What follows belongs to an exercise in optimizing a design on an open flow for small area, a short achievable clock period and few clock cycles; a production flow would make more cautious choices.
The RTL was checked by simulation tests, not by an equivalence proof against the original design.
Power and IR drop assume default switching activity.

==> flow/design.v, too long to show whole: its modules and the start of the top module <==
// module window_sequencer: 73 lines
// module filter_cache: 26 lines
// module tile_mac: 1156 lines
// module mac_fa: 10 lines
// module mac_ha: 9 lines
// module output_writer: 30 lines
// module conv_top: 68 lines
module conv_top (
  input  wire logic                     clock,
  input  wire logic                     rst_n,
  input  wire logic                     go,
  output logic                          finish,
  output logic [conv_pkg::IMAGE_ADDR_W-1:0]       image_address,
  output logic                          image_enable,
  input  wire logic [conv_pkg::DATA_W-1:0]        image_data,
  output logic [conv_pkg::FILTER_ADDR_W-1:0]      filter_address,
  output logic                          filter_enable,
  input  wire logic [conv_pkg::DATA_W-1:0]        filter_data,
  output logic [conv_pkg::OUTPUT_ADDR_W-1:0]      output_address,
  output logic [conv_pkg::DATA_W-1:0]             output_data,
  output logic                          output_write
);
  // ...
==> flow/flow/run.sh <==
#!/bin/bash
# Own layout flow: the standard ORFS flow (its standard synthesis
# included) with the settings in flow/params.sh: a setup-slack target for
# the timing repair, buf_2 port buffers and the clock tree options.
# ORFS writes each tool's log under orfs/logs; standard.log has the rest.
set -uo pipefail
source flow/params.sh
bash standard.sh > standard.log 2>&1
==> flow/flow/params.sh <==
export SETUP_SLACK_MARGIN=7.75
export BUFFER_PORTS_ARGS="-buffer_cell sky130_fd_sc_hd__buf_2"
export CTS_ARGS="-sink_clustering_enable -repair_clock_nets -dont_use_dummy_load -sink_clustering_size 30 -sink_clustering_max_diameter 150"
export SETUP_MOVE_SEQUENCE=sizeup,swap
==> flow/standard.sh <==
#!/bin/bash
# synth_recipe.tcl (not shown) runs the flow's synth.tcl, then flattens the netlist and writes it again
# the make line also repeats each setting of config.mk as NAME=value (left out here)
make -C /OpenROAD-flow-scripts/flow DESIGN_CONFIG=/design/flow/config.mk WORK_HOME=/design/flow/orfs CLKGATE_MAP_FILE= SYNTH_SCRIPT=/design/flow/synth_recipe.tcl "${@:-finish}"
==> flow/config.mk <==
export PLATFORM = sky130hd
export DESIGN_NAME = conv_top
export DESIGN_NICKNAME = conv_top
export VERILOG_FILES = /design/flow/design.v
export SDC_FILE = /design/flow/constraint.sdc
export NUM_CORES = 4
export LEC_CHECK = 0
export CAP_MARGIN = 20
export CORE_MARGIN = 2
export CORE_UTILIZATION = 40
export SLEW_MARGIN = 20
export SYNTH_HIERARCHICAL = 1
==> flow/constraint.sdc <==
create_clock -name core_clock -period 11.0 [get_ports {clock}]
set_input_delay 2.2000 -clock core_clock [delete_from_list [all_inputs] [get_ports {clock}]]
set_output_delay 2.2000 -clock core_clock [all_outputs]
set_load 0.01 [all_outputs]
==> impl_metrics.toml, run 1 <==
[run_status]
status = "complete, no violations"

[clock_tree]
ctsHoldBuffers = 0
cts_tree = "built"
cts_post_setup_buffers_inserted = 0
root_buffer = "clkbuf_16"

[place]
gp_congestion = 0.859

[floorplanning]
core_region_area_um2 = 34500
start_util = 0.405

[worst_setup_path]
reg2reg_depth = 8
worstPathCellList = "buf_12 -> a22oi_1 -> xnor2_1 -> fa_1 -> fa_1 -> fa_1 -> fa_1 -> fa_1"
reg2reg_from = "u_filter_cache.ring[8][1]$_DFF_P_"

[sta]
max_slew_margin = 0.312

[final_layout]
finalNonFillerCells = 1591
nMultiInputCombCells = 745
fin_area_um2 = 15100
multi_input_area_share = 0.524
most-common-layout-cells = "241 x dfxtp_1, 143 x fa_1, 132 x xnor2_1"

[power]
p_sw_mw = 1.50
seq_power_share = 0.357

[yosys]
synth.most_common_cell = "dfxtp_1"
synthMuxAreaShare = 0.0190
synth_xor_area_frac = 0.0955
synthTopCellsByArea = "dfxtp_1 40%, fa_1 22%, xnor2_1 8.6%"

[route]
vias = 7975
highest-signal-layer = "met5"
wl_met1_um = 13100

[grt]
grtUsageMet3 = 0.0212
Testbench counts, summed over its fixed seeds: cycles 14,208.
==> run 2, diff against run 1 <==
--- a/flow/config.mk
+++ b/flow/config.mk
@@ -8,5 +8,5 @@
 export CAP_MARGIN = 20
 export CORE_MARGIN = 2
-export CORE_UTILIZATION = 40
+export CORE_UTILIZATION = 50
 export SLEW_MARGIN = 20
 export SYNTH_HIERARCHICAL = 1
==> run 2 against run 1 <==
Effect of this change:
- still clean
- register-to-register slack better by 0.04 ns
- final area is 0.41% lower
- cell count is 4.8% lower
- die area is 20% lower
- count of clock-buffer cells in the layout stayed put
- synthesized area stayed put
- clock skew is 0.013 ns lower
- combinational power is 2% higher
- clock power is 2% lower
- sequential power hardly changed
- largest power group unchanged
==> impl_metrics.toml, run 2 <==
[run_status]
status = "complete, no violations"

[floorplanning]
die_y_um = 171
design.die.area_um2 = 29200
start_util = 0.505
dieWidth_um = 171
rows = 61
ioPinCount = 71
core_region_area_um2 = 27600

[worst_setup_path]
cp-startpoint = "u_sequencer.filter_address[3]$_SDFF_PN0_"
r2r_slack_ns = 7.81
critPathMaxFanout = 5
reg2reg_from = "u_filter_cache.ring[8][4]$_DFF_P_"
critical_path.slowest_cell = "dfxtp_4"
cpLargestDelayFamily = "flip-flops"
r2r_end = "u_tile_mac.acc_c[21]$_DFF_P_"
arrival_ns = 1.00
reg2reg_depth = 7
critPathLaunchType = "flip-flop"
worstPathCellList = "buf_2"
critPathCaptureType = "primary output"
required_ns = 8.80
cpPeakStageDelay_ns = 0.39
path_buf_inv = 1
crit_type = "reg -> out"

[clock_tree]
htreeDepth = 1
cts_buffer_depth = 3
cts.sinks = 280
cts_post_setup_buffers_inserted = 0
clk_pin_slew_worst_paths_ns = 0.10
numCtsBuffers = 13
root_buffer = "clkbuf_16"
cts_tree = "built"
clkLatencyLatePin_ns = 0.48

[power]
pwr-share-comb = 0.518
p_sw_mw = 1.51
seq_power_share = 0.355
finalPower_mw = 3.99
vdd_drop_max_uv = 112
cellInternalPower_mw = 2.48
switching_share = 0.378
p_clk_frac = 0.127
leakage_nw = 6.02
p_per_area_nw_per_um2 = 266

[yosys]
postSynthAreaPerCell_um2 = 12.2
synth.most_common_cell = "dfxtp_1"
yosysTopAreaCell = "dfxtp_1"
synth_edf_count = 0
synthTopCellsByArea = "dfxtp_1 40%, fa_1 22%, xnor2_1 8.6%"
synth_common_cells = "280 x dfxtp_1, 155 x fa_1, 137 x xnor2_1, 120 x a22oi_1, 67 x clkbuf_1"
seq_area_frac_synth = 0.402
synth_warnings = 11
syn_inst = 1144
synth_ff_type = "dfxtp_1"
async_flop_share = 0
ys_seq_elements = 280
synthesis.area_um2 = 13900
syn_nets = 1393
ys_types = 56
yosys.area.top_type_share = 0.402

[final_layout]
num_antenna_cells = 0
layout-drive-gt1-share = 0.166
final_common_cell = "dfxtp_1"
largest_reg_flops = 144
most-common-layout-cells = "243 x dfxtp_1, 141 x fa_1, 133 x xnor2_1"
area_growth_pct = 7.82
biggestRegsByFlops = "u_filter_cache.ring: 144 flops, u_tile_mac.acc_c: 32 flops, u_tile_mac.acc_s: 32 flops"
nets = 1388
finalNonFillerCells = 1515
largest_register = "u_filter_cache.ring"
fill_cells = 2432

[sta]
max_slew_margin = 0.290
period_share = 0.291
rsz0062_at_grt = "true"
skew_ns = 0.0352
hold_viol = 0
max_freq_mhz = 312
max_slew.worst_pin.slew_ns = 1.06
finalSetupTns_ns = 0
fin_crit_ns = 3.20
slew_viol_final = 0
setup_viol = 0

[grt]
grt_pass1_vias = 8140
antenna_found_initial = 4
track_usage = 0.199
grt_pass1_wl_um = 45000
grt_max_degree = 35
grt-ovfl-total = 0

[route]
drtIter0Drc = 542
ant_nets = 0
wl_um = 27600
drt-vias-per-instance = 5.24
vias = 7944
drc = 0
firstDrtPassIters = 5
wire_per_inst_um = 18.2

[place]
gp_congestion = 0.839
dpl.cell_count = 1502
hpwl_um = 19700
port_buffers = 68

[min_path]
hp-class = "reg -> reg"
whs_endpoint = "u_filter_cache.ring[6][11]$_DFF_P_"
min-delay-start = "u_filter_cache.ring[7][11]$_DFF_P_"
min_delay_path_depth = 0

[job]
maxCapViolations = 0
-- run 2: cell counts after synthesis --
Identical to the previous run, type by type.
-- run 2: Yosys stat by module (local to each module, per instance), excerpt --
module            flops+latches  area [µm²]  cells inside
output_writer                 6         320            34
mac_ha                        0        12.5             1
filter_cache                146        3200           168
mac_fa                        0        20.0             1
window_sequencer             25        1200           116
tile_mac                    103        6260           675
-- run 2: worst max-delay path by stage --
stage | endpoint | slack, ns | cells after the start
5_1_grt | u_tile_mac.acc_c[19]$_DFF_P_ | 7.69 | 7
4_1_cts | u_tile_mac.acc_c[19]$_DFF_P_ | 7.71 | 7
6_report | filter_address[3] | 7.80 | 1
3_5_place_dp | u_tile_mac.acc_c[19]$_DFF_P_ | 7.25 | 6
3_3_place_gp | u_tile_mac.acc_c[19]$_DFF_P_ | 7.26 | 6
2_1_floorplan | u_tile_mac.acc_c[19]$_DFF_P_ | 7.72 | 8
-- run 2: final cells by class --
cell class	count	area, µm²	area share
sequential	280	5740	0.382
multi-input combinational	745	7960	0.530
timing repair buffer	78	458	0.0305
tap	378	473	0.0315
clock buffer	13	325	0.0216
inverter	21	78.8	0.00524
-- run 2: power groups by stage --
stage / registers, mW / clock network [mW] / logic [mW]
floorplan: 1.36 / 0 / 1.62
global placement: 1.43 / 0 / 1.99
finish: 1.42 / 0.509 / 2.07
global route: 1.44 / 0.569 / 2.47
detailed placement: 1.43 / 0 / 2.06
CTS: 1.41 / 0.535 / 2.09
-- run 2: through the flow --
| stage | utilization | setup slack, ns | hold WS, ns | area, µm² |
|---|---|---|---|---|
| final | 0.544 | 7.80 | 0.293 | 15000 |
| after global routing | 0.544 | 7.69 | 0.290 | 15000 |
| after CTS | 0.538 | 7.71 | 0.294 | 14900 |
| after detailed placement | 0.520 | 7.25 | 0.312 | 14400 |
| after global placement | 0.520 | 7.26 | 0.310 | 14400 |
| after floorplan | - | 7.72 | 0.310 | 14100 |
-- run 2: repair_timing --
action / 4_1_cts / 5_1_grt
gates resized for setup: 73 / 44
setup endpoints to repair: 43 / 31
pin swaps: 5 / 12
hold buffers: 0 / 0
gates cloned: 0 / 0
endpoints found under the hold margin: 0 / 0
-- run 2: metal layers --
layer  track usage  vias to the layer above  wire (µm)
met5             0                        -         13
li1              -                     3741          -
met1         0.282                     3985      12800
met3        0.0294                       26       1410
met2         0.327                      190      13000
met4        0.0376                        2        368
-- run 2: kinds of logic (layout without fill, tap and decap cells) --
group,after synthesis,after routing,synth area share
buffers and inverters,119,112,0.0393
adder cells (fa/ha/maj),214,214,0.275
other,2,2,0.000539
flip-flops,280,280,0.402
XOR/XNOR,152,152,0.0955
AND/OR/NAND/NOR,180,180,0.0762
multiplexers,19,19,0.0190
AO/OA/AOI/OAI,178,178,0.0920
==> run 3, diff against run 2 <==
--- a/flow/config.mk
+++ b/flow/config.mk
@@ -8,5 +8,5 @@
 export CAP_MARGIN = 20
 export CORE_MARGIN = 2
-export CORE_UTILIZATION = 50
+export CORE_UTILIZATION = 60
 export SLEW_MARGIN = 20
 export SYNTH_HIERARCHICAL = 1
==> run 3 against run 2 <==
Effect of this change:
- critical path depth is 6 higher
- clock power hardly changed
- sequential power hardly changed
- register-to-register slack hardly changed
- maximum frequency is 0.24% higher
- largest power group unchanged
- die area is 16% lower
- highest routed layer is now met4
- non-clock buffer count is 3 lower
- critical endpoint is now u_tile_mac.acc_c[19]$_DFF_P_
- hold slack better by 0.034 ns
- utilization is 11 points higher
- count of clock-buffer cells in the layout stayed put
- final area is 1.3% lower
==> impl_metrics.toml, run 3 <==
[route]
wire_per_inst_um = 18.8
ant_nets = 0
drt-vias-per-instance = 5.55
wl_um = 26700
firstDrtPassIters = 6
vias = 7880
drtIter0Drc = 589
drc = 0

[grt]
grt_pass1_vias = 8295
grt_pass1_wl_um = 44100
grt_max_degree = 33
track_usage = 0.231
antenna_found_initial = 0
grt-ovfl-total = 0

[yosys]
ys_types = 56
synth.most_common_cell = "dfxtp_1"
syn_inst = 1144
seq_area_frac_synth = 0.402
synthTopCellsByArea = "dfxtp_1 40%, fa_1 22%, xnor2_1 8.6%"
synth_common_cells = "280 x dfxtp_1, 155 x fa_1, 137 x xnor2_1, 120 x a22oi_1, 67 x clkbuf_1"
ys_seq_elements = 280
yosys.area.top_type_share = 0.402
synthesis.area_um2 = 13900
synth_ff_type = "dfxtp_1"
postSynthAreaPerCell_um2 = 12.2
synth_warnings = 11
syn_nets = 1393
yosysTopAreaCell = "dfxtp_1"
async_flop_share = 0
synth_edf_count = 0

[job]
maxCapViolations = 0

[clock_tree]
numCtsBuffers = 13
cts_tree = "built"
clkLatencyLatePin_ns = 0.49
htreeDepth = 1
cts_buffer_depth = 3
ctsHoldBuffers = 0
cts.sinks = 280
root_buffer = "clkbuf_16"
clk_pin_slew_worst_paths_ns = 0.11

[sta]
setup_viol = 0
period_share = 0.291
max_freq_mhz = 313
fin_crit_ns = 3.20
whs_ns = 0.327
rsz0062_at_grt = "true"
max_slew.worst_pin.slew_ns = 1.03
max_slew_margin = 0.312
finalSetupTns_ns = 0
slew_viol_final = 0
hold_viol = 0
fin_ws_ns = 7.80
skew_ns = 0.0432

[place]
port_buffers = 68
place_ws_ns = 7.20
gp_congestion = 0.823
hpwl_um = 19700

[power]
vdd_drop_max_uv = 288
leakage_nw = 5.99
p_per_area_nw_per_um2 = 270
finalPower_mw = 4.01

[floorplanning]
start_util = 0.614
core_region_area_um2 = 22700
ioPinCount = 71
rows = 55
die_y_um = 156
design.die.area_um2 = 24500
dieWidth_um = 156

[worst_setup_path]
crit_type = "reg -> reg"
required_ns = 11.37
critPathLaunchType = "flip-flop"
reg2reg_depth = 7
critPathCaptureType = "flip-flop"
critPathMaxFanout = 17
arrival_ns = 3.56

[final_layout]
biggestRegsByFlops = "u_filter_cache.ring: 144 flops, u_tile_mac.acc_c: 32 flops, u_tile_mac.acc_s: 32 flops"
largest_reg_flops = 144
area_growth_pct = 6.43
final_core_util = 0.653
layout-drive-gt1-share = 0.161
nets = 1385
fill_cells = 1760
final_common_cell = "dfxtp_1"
most-common-layout-cells = "239 x dfxtp_1, 144 x fa_1, 134 x xnor2_1"
largest_register = "u_filter_cache.ring"
num_antenna_cells = 0

[run_status]
status = "complete, no violations"

[min_path]
hp-class = "reg -> reg"
min_delay_path_depth = 0
==> run 3: cell counts after synthesis <==
No cell type changed its count.
==> run 3: logic make-up after synthesis <==
kind of cell    after synthesis  share of synthesized area
flops                       280                      0.402
fa+ha+maj                   214                      0.275
simple gates                180                     0.0762
compound gates              178                     0.0920
xor+xnor                    152                     0.0955
buf+inv                     119                     0.0393
mux                          19                     0.0190
other cells                   2                   0.000539
==> run 3: worst paths after layout <==
check,startpoint,to,slack (ns)
setup / recovery,u_filter_cache.ring[8][2]$_DFF_P_,u_tile_mac.acc_c[19]$_DFF_P_,7.80
hold / removal,u_filter_cache.ring[4][3]$_DFF_P_,u_filter_cache.ring[3][3]$_DFF_P_,0.33
setup reg to reg,u_filter_cache.ring[8][2]$_DFF_P_,u_tile_mac.acc_c[19]$_DFF_P_,7.80
hold reg to reg,u_filter_cache.ring[4][3]$_DFF_P_,u_filter_cache.ring[3][3]$_DFF_P_,0.33
==> run 3: through the flow <==
stage          area, µm²  instances
2_1_floorplan      14100       1144
3_3_place_gp       14200       1406
3_5_place_dp       14200       1406
4_1_cts            14700       1419
5_1_grt            14800       1419
6_report           14800       1419
==> run 3: timing repair <==
| item | 4_1_cts | 5_1_grt |
|---|---|---|
| endpoints found under the setup margin | 46 | 24 |
| pin swaps | 3 | 19 |
| resized for setup | 80 | 29 |
| gates cloned | 0 | 0 |
| hold endpoints to repair | 0 | 0 |
| buffers inserted | 0 | 0 |
==> run 3: area by class of cell <==
class,count,area [µm²],share of cell area
multi-input combinational,745,7930,0.534
timing repair buffer,75,404,0.0272
sequential,280,5750,0.387
clock buffer,13,325,0.0219
tap,285,357,0.0240
inverter,21,78.8,0.00531
==> run 3: modules after synthesis (local to each module, per instance), excerpt <==
module	cell area (µm²)	flops+latches
tile_mac	6260	103
filter_cache	3200	146
window_sequencer	1200	25
output_writer	320	6
mac_fa	20.0	0
mac_ha	12.5	0
==> run 3: critical path: stages, from the launching register on <==
cell and delay, ns:
dfxtp_4 0.51, a22oi_2 0.14, xnor2_2 0.17, fa_2 0.40, fa_2 0.39, fa_1 0.53
fa_1 0.45, fa_1 0.47
==> run 3: metal layers <==
layer	GRT usage	vias to the layer above	share of wire
li1	-	3739	-
met1	0.316	3906	0.44
met2	0.395	194	0.49
met3	0.0271	41	0.048
met4	0.0564	0	0.025
met5	0	-	0
==> run 3: power breakdown <==
group / internal [mW] / switching, mW / total, mW
clock: 0.214 / 0.293 / 0.507
combinational: 1.01 / 1.07 / 2.08
sequential: 1.27 / 0.156 / 1.42
==> run 4, diff against run 3 <==
==> flow/run.sh (new file) <==
#!/bin/bash
# synth_recipe.tcl (not shown) runs the flow's synth.tcl, then flattens the netlist and writes it again
# the make line also repeats each setting of config.mk as NAME=value (left out here)
make -C /OpenROAD-flow-scripts/flow DESIGN_CONFIG=/design/flow/config.mk WORK_HOME=/design/flow/orfs CLKGATE_MAP_FILE= SYNTH_SCRIPT=/design/flow/synth_recipe.tcl finish
--- a/flow/config.mk
+++ b/flow/config.mk
@@ -8,5 +8,8 @@
 export CAP_MARGIN = 20
 export CORE_MARGIN = 2
-export CORE_UTILIZATION = 60
+export CORE_UTILIZATION = 50
+export CTS_CLUSTER_DIAMETER = 150
+export CTS_CLUSTER_SIZE = 30
+export SETUP_SLACK_MARGIN = 5
 export SLEW_MARGIN = 20
 export SYNTH_HIERARCHICAL = 1
removed: flow/flow/run.sh
removed: flow/flow/params.sh
removed: flow/standard.sh
==> run 4 against run 3 <==
Effect of this change:
- setup slack lost 0.58 ns
- combinational power shrank 3%
- first-iteration DRC count shrank 28%
- critical path type unchanged
==> impl_metrics.toml, run 4 <==
[clock_tree]
cts_resized = 0
root_buffer = "clkbuf_16"
clk_pin_slew_worst_paths_ns = 0.11
clkLatencyLatePin_ns = 0.50
cts_tree = "built"
ctsHoldBuffers = 0
numCtsBuffers = 13
cts_post_setup_buffers_inserted = 0
cts.sinks = 280
cts_buffer_depth = 3
htreeDepth = 1

[sta]
slew_viol_final = 0
rsz0062_at_grt = "false"
max_freq_mhz = 265
hold_viol = 0
whs_ns = 0.328
period_share = 0.343
setup_viol = 0
max_slew_margin = 0.252
fin_crit_ns = 3.77
max_slew.worst_pin.slew_ns = 1.12
skew_ns = 0.0288
finalSetupTns_ns = 0

[floorplanning]
ioPinCount = 71
design.die.area_um2 = 29200
dieWidth_um = 171
rows = 61
start_util = 0.505
core_region_area_um2 = 27600
die_y_um = 171

[yosys]
synth_common_cells = "280 x dfxtp_1, 155 x fa_1, 137 x xnor2_1, 120 x a22oi_1, 67 x clkbuf_1"
synth_ff_type = "dfxtp_1"
syn_inst = 1144
ys_seq_elements = 280
synthTopCellsByArea = "dfxtp_1 40%, fa_1 22%, xnor2_1 8.6%"
seq_area_frac_synth = 0.402
synth_edf_count = 0
yosysTopAreaCell = "dfxtp_1"
yosys.area.top_type_share = 0.402
ys_types = 56
postSynthAreaPerCell_um2 = 12.2
syn_nets = 1393
synth_warnings = 11
synth.most_common_cell = "dfxtp_1"
async_flop_share = 0
synthesis.area_um2 = 13900

[min_path]
hp-class = "reg -> reg"

[final_layout]
fill_cells = 2446
finalNonFillerCells = 1514
largest_register = "u_filter_cache.ring"
most-common-layout-cells = "279 x dfxtp_1, 155 x fa_1, 137 x xnor2_1"
final_core_util = 0.544
area_growth_pct = 7.83
nets = 1385
largest_reg_flops = 144
layout-drive-gt1-share = 0.0475
register_area_um2 = 5610
final_common_cell = "dfxtp_1"
biggestRegsByFlops = "u_filter_cache.ring: 144 flops, u_tile_mac.acc_c: 32 flops, u_tile_mac.acc_s: 32 flops"
multi_input_area_um2 = 7790
num_antenna_cells = 0

[route]
wire_per_inst_um = 17.9
vias = 7946
ant_nets = 0
dr_wl_met2_um = 13300
drtIter0Drc = 423
wl_met3_um = 1030
drt-vias-per-instance = 5.25
wl_met1_um = 12300
drc = 0
firstDrtPassIters = 5
wl_um = 27100
highest-signal-layer = "met4"

[grt]
grt_pass1_wl_um = 45200
track_usage = 0.198
antenna_found_initial = 0
grt_max_degree = 35
grt_pass1_vias = 8536
grt-ovfl-total = 0

[worst_setup_path]
critPathMaxFanout = 18
critPathLaunchType = "flip-flop"
crit_type = "reg -> reg"
path_buf_inv = 0
critical_path.slowest_cell = "dfxtp_1"
path_common_cell = "fa_1"
critPathCaptureType = "flip-flop"
worstPathCellList = "xnor2_1 -> fa_1 -> fa_1 -> fa_1 -> fa_1 -> fa_1"
cpPeakStageDelay_ns = 1.06
arrival_ns = 4.16
cpLargestDelayFamily = "adder cells"
required_ns = 11.39

[place]
hpwl_um = 19900
port_buffers = 68
gp_congestion = 0.829
dpl.cell_count = 1499

[power]
finalPower_mw = 3.97
leakage_nw = 5.94
seq_power_share = 0.357
switching_share = 0.377
p_clk_frac = 0.133
p_sw_mw = 1.49
pwr-share-comb = 0.510
cellInternalPower_mw = 2.47
p_per_area_nw_per_um2 = 264
vdd_drop_max_uv = 152

[run_status]
status = "complete, no violations"

[job]
maxCapViolations = 0
==> run 4: worst paths after layout <==
check / startpoint / to / slack (ns) / cells past startpoint
worst min register to register: u_filter_cache.ring[2][9]$_DFF_P_ / u_filter_cache.ring[1][9]$_DFF_P_ / 0.33 / 0
worst max-delay path: u_tile_mac.dn[6]$_DFF_P_ / u_tile_mac.acc_c[19]$_DFF_P_ / 7.23 / 6
worst max register to register: u_tile_mac.dn[6]$_DFF_P_ / u_tile_mac.acc_c[19]$_DFF_P_ / 7.23 / 6
worst min-delay path: u_filter_cache.ring[2][9]$_DFF_P_ / u_filter_cache.ring[1][9]$_DFF_P_ / 0.33 / 0
==> run 4: metal layers <==
metal | vias to the layer above | GRT usage
met5 | - | 0
met4 | 0 | 0.0427
met3 | 29 | 0.0243
met2 | 148 | 0.336
met1 | 4033 | 0.272
li1 | 3736 | -
==> run 4: final cells by class <==
type	instances	area share
Clock buffer	13	0.0216
Clock inverter	2	0.00191
Inverter	21	0.00524
Multi-Input combinational cell	745	0.518
Sequential cell	280	0.373
Tap cell	378	0.0315
Timing Repair Buffer	75	0.0488
==> run 4: kinds of logic after synthesis <==
kind of cell	share of synthesized area
AOI/OAI and AO/OA	0.0920
xor gates and xnor gates	0.0955
adders and majority gates	0.275
buffers and inverters	0.0393
DFF	0.402
muxes	0.0190
other	0.000539
and+or+nand+nor	0.0762
==> run 4: metrics by stage <==
step           setup slack [ns]  cell area (µm²)
2_1_floorplan              7.44            13900
3_3_place_gp               7.24            14700
3_5_place_dp               7.23            14700
4_1_cts                    7.23            15000
5_1_grt                    7.09            15000
6_report                   7.23            15000
==> run 4: modules after synthesis, one instance, submodules excluded, excerpt <==
module	flip-flops and latches	copies in the design	cells
filter_cache	146	1	168
mac_ha	0	8	1
output_writer	6	1	34
tile_mac	103	1	675
mac_fa	0	143	1
window_sequencer	25	1	116
==> run 4: power groups by stage <==
| stage | Combinational, mW | Sequential (mW) | Clock [mW] |
|---|---|---|---|
| finish | 2.02 | 1.42 | 0.529 |
| global placement | 2.03 | 1.44 | 0 |
| detailed placement | 2.09 | 1.44 | 0 |
| floorplan | 1.62 | 1.36 | 0 |
| global route | 2.44 | 1.44 | 0.587 |
| CTS | 2.10 | 1.42 | 0.553 |

## what the ideal ports hide
No port has a modelled driver above. Below, the same layouts with a new extraction and two added sets of constraints. Step 1: set_driving_cell puts a clkbuf_16 on clock and a buf_2 on each other input, an assumption about the parent block. Step 2 also shifts input and output timing later by t, the mid clock arrival at the registers, as if the neighbouring blocks saw the same clock. Three values: no drivers, after step 1, after step 2; two values: the first two.
run	t (ns)	setup WS [ns]	hold slack, ns	worst setup path at the end	slew at the worst register clock pin (ns)
run 1	0.530	7.770 / 7.744 / 7.770	0.286 / 0.286 / 0.286	register to register	0.12 / 0.12
run 2	0.520	7.797 / 7.745 / 7.807	0.293 / 0.293 / 0.293	register to register	0.12 / 0.12
run 3	0.519	7.804 / 7.760 / 7.804	0.327 / 0.327 / 0.327	register to register	0.11 / 0.11
run 4	0.530	7.226 / 7.226 / 7.226	0.328 / 0.328 / 0.328	register to register	0.11 / 0.11
After both steps every run listed still meets setup and hold.
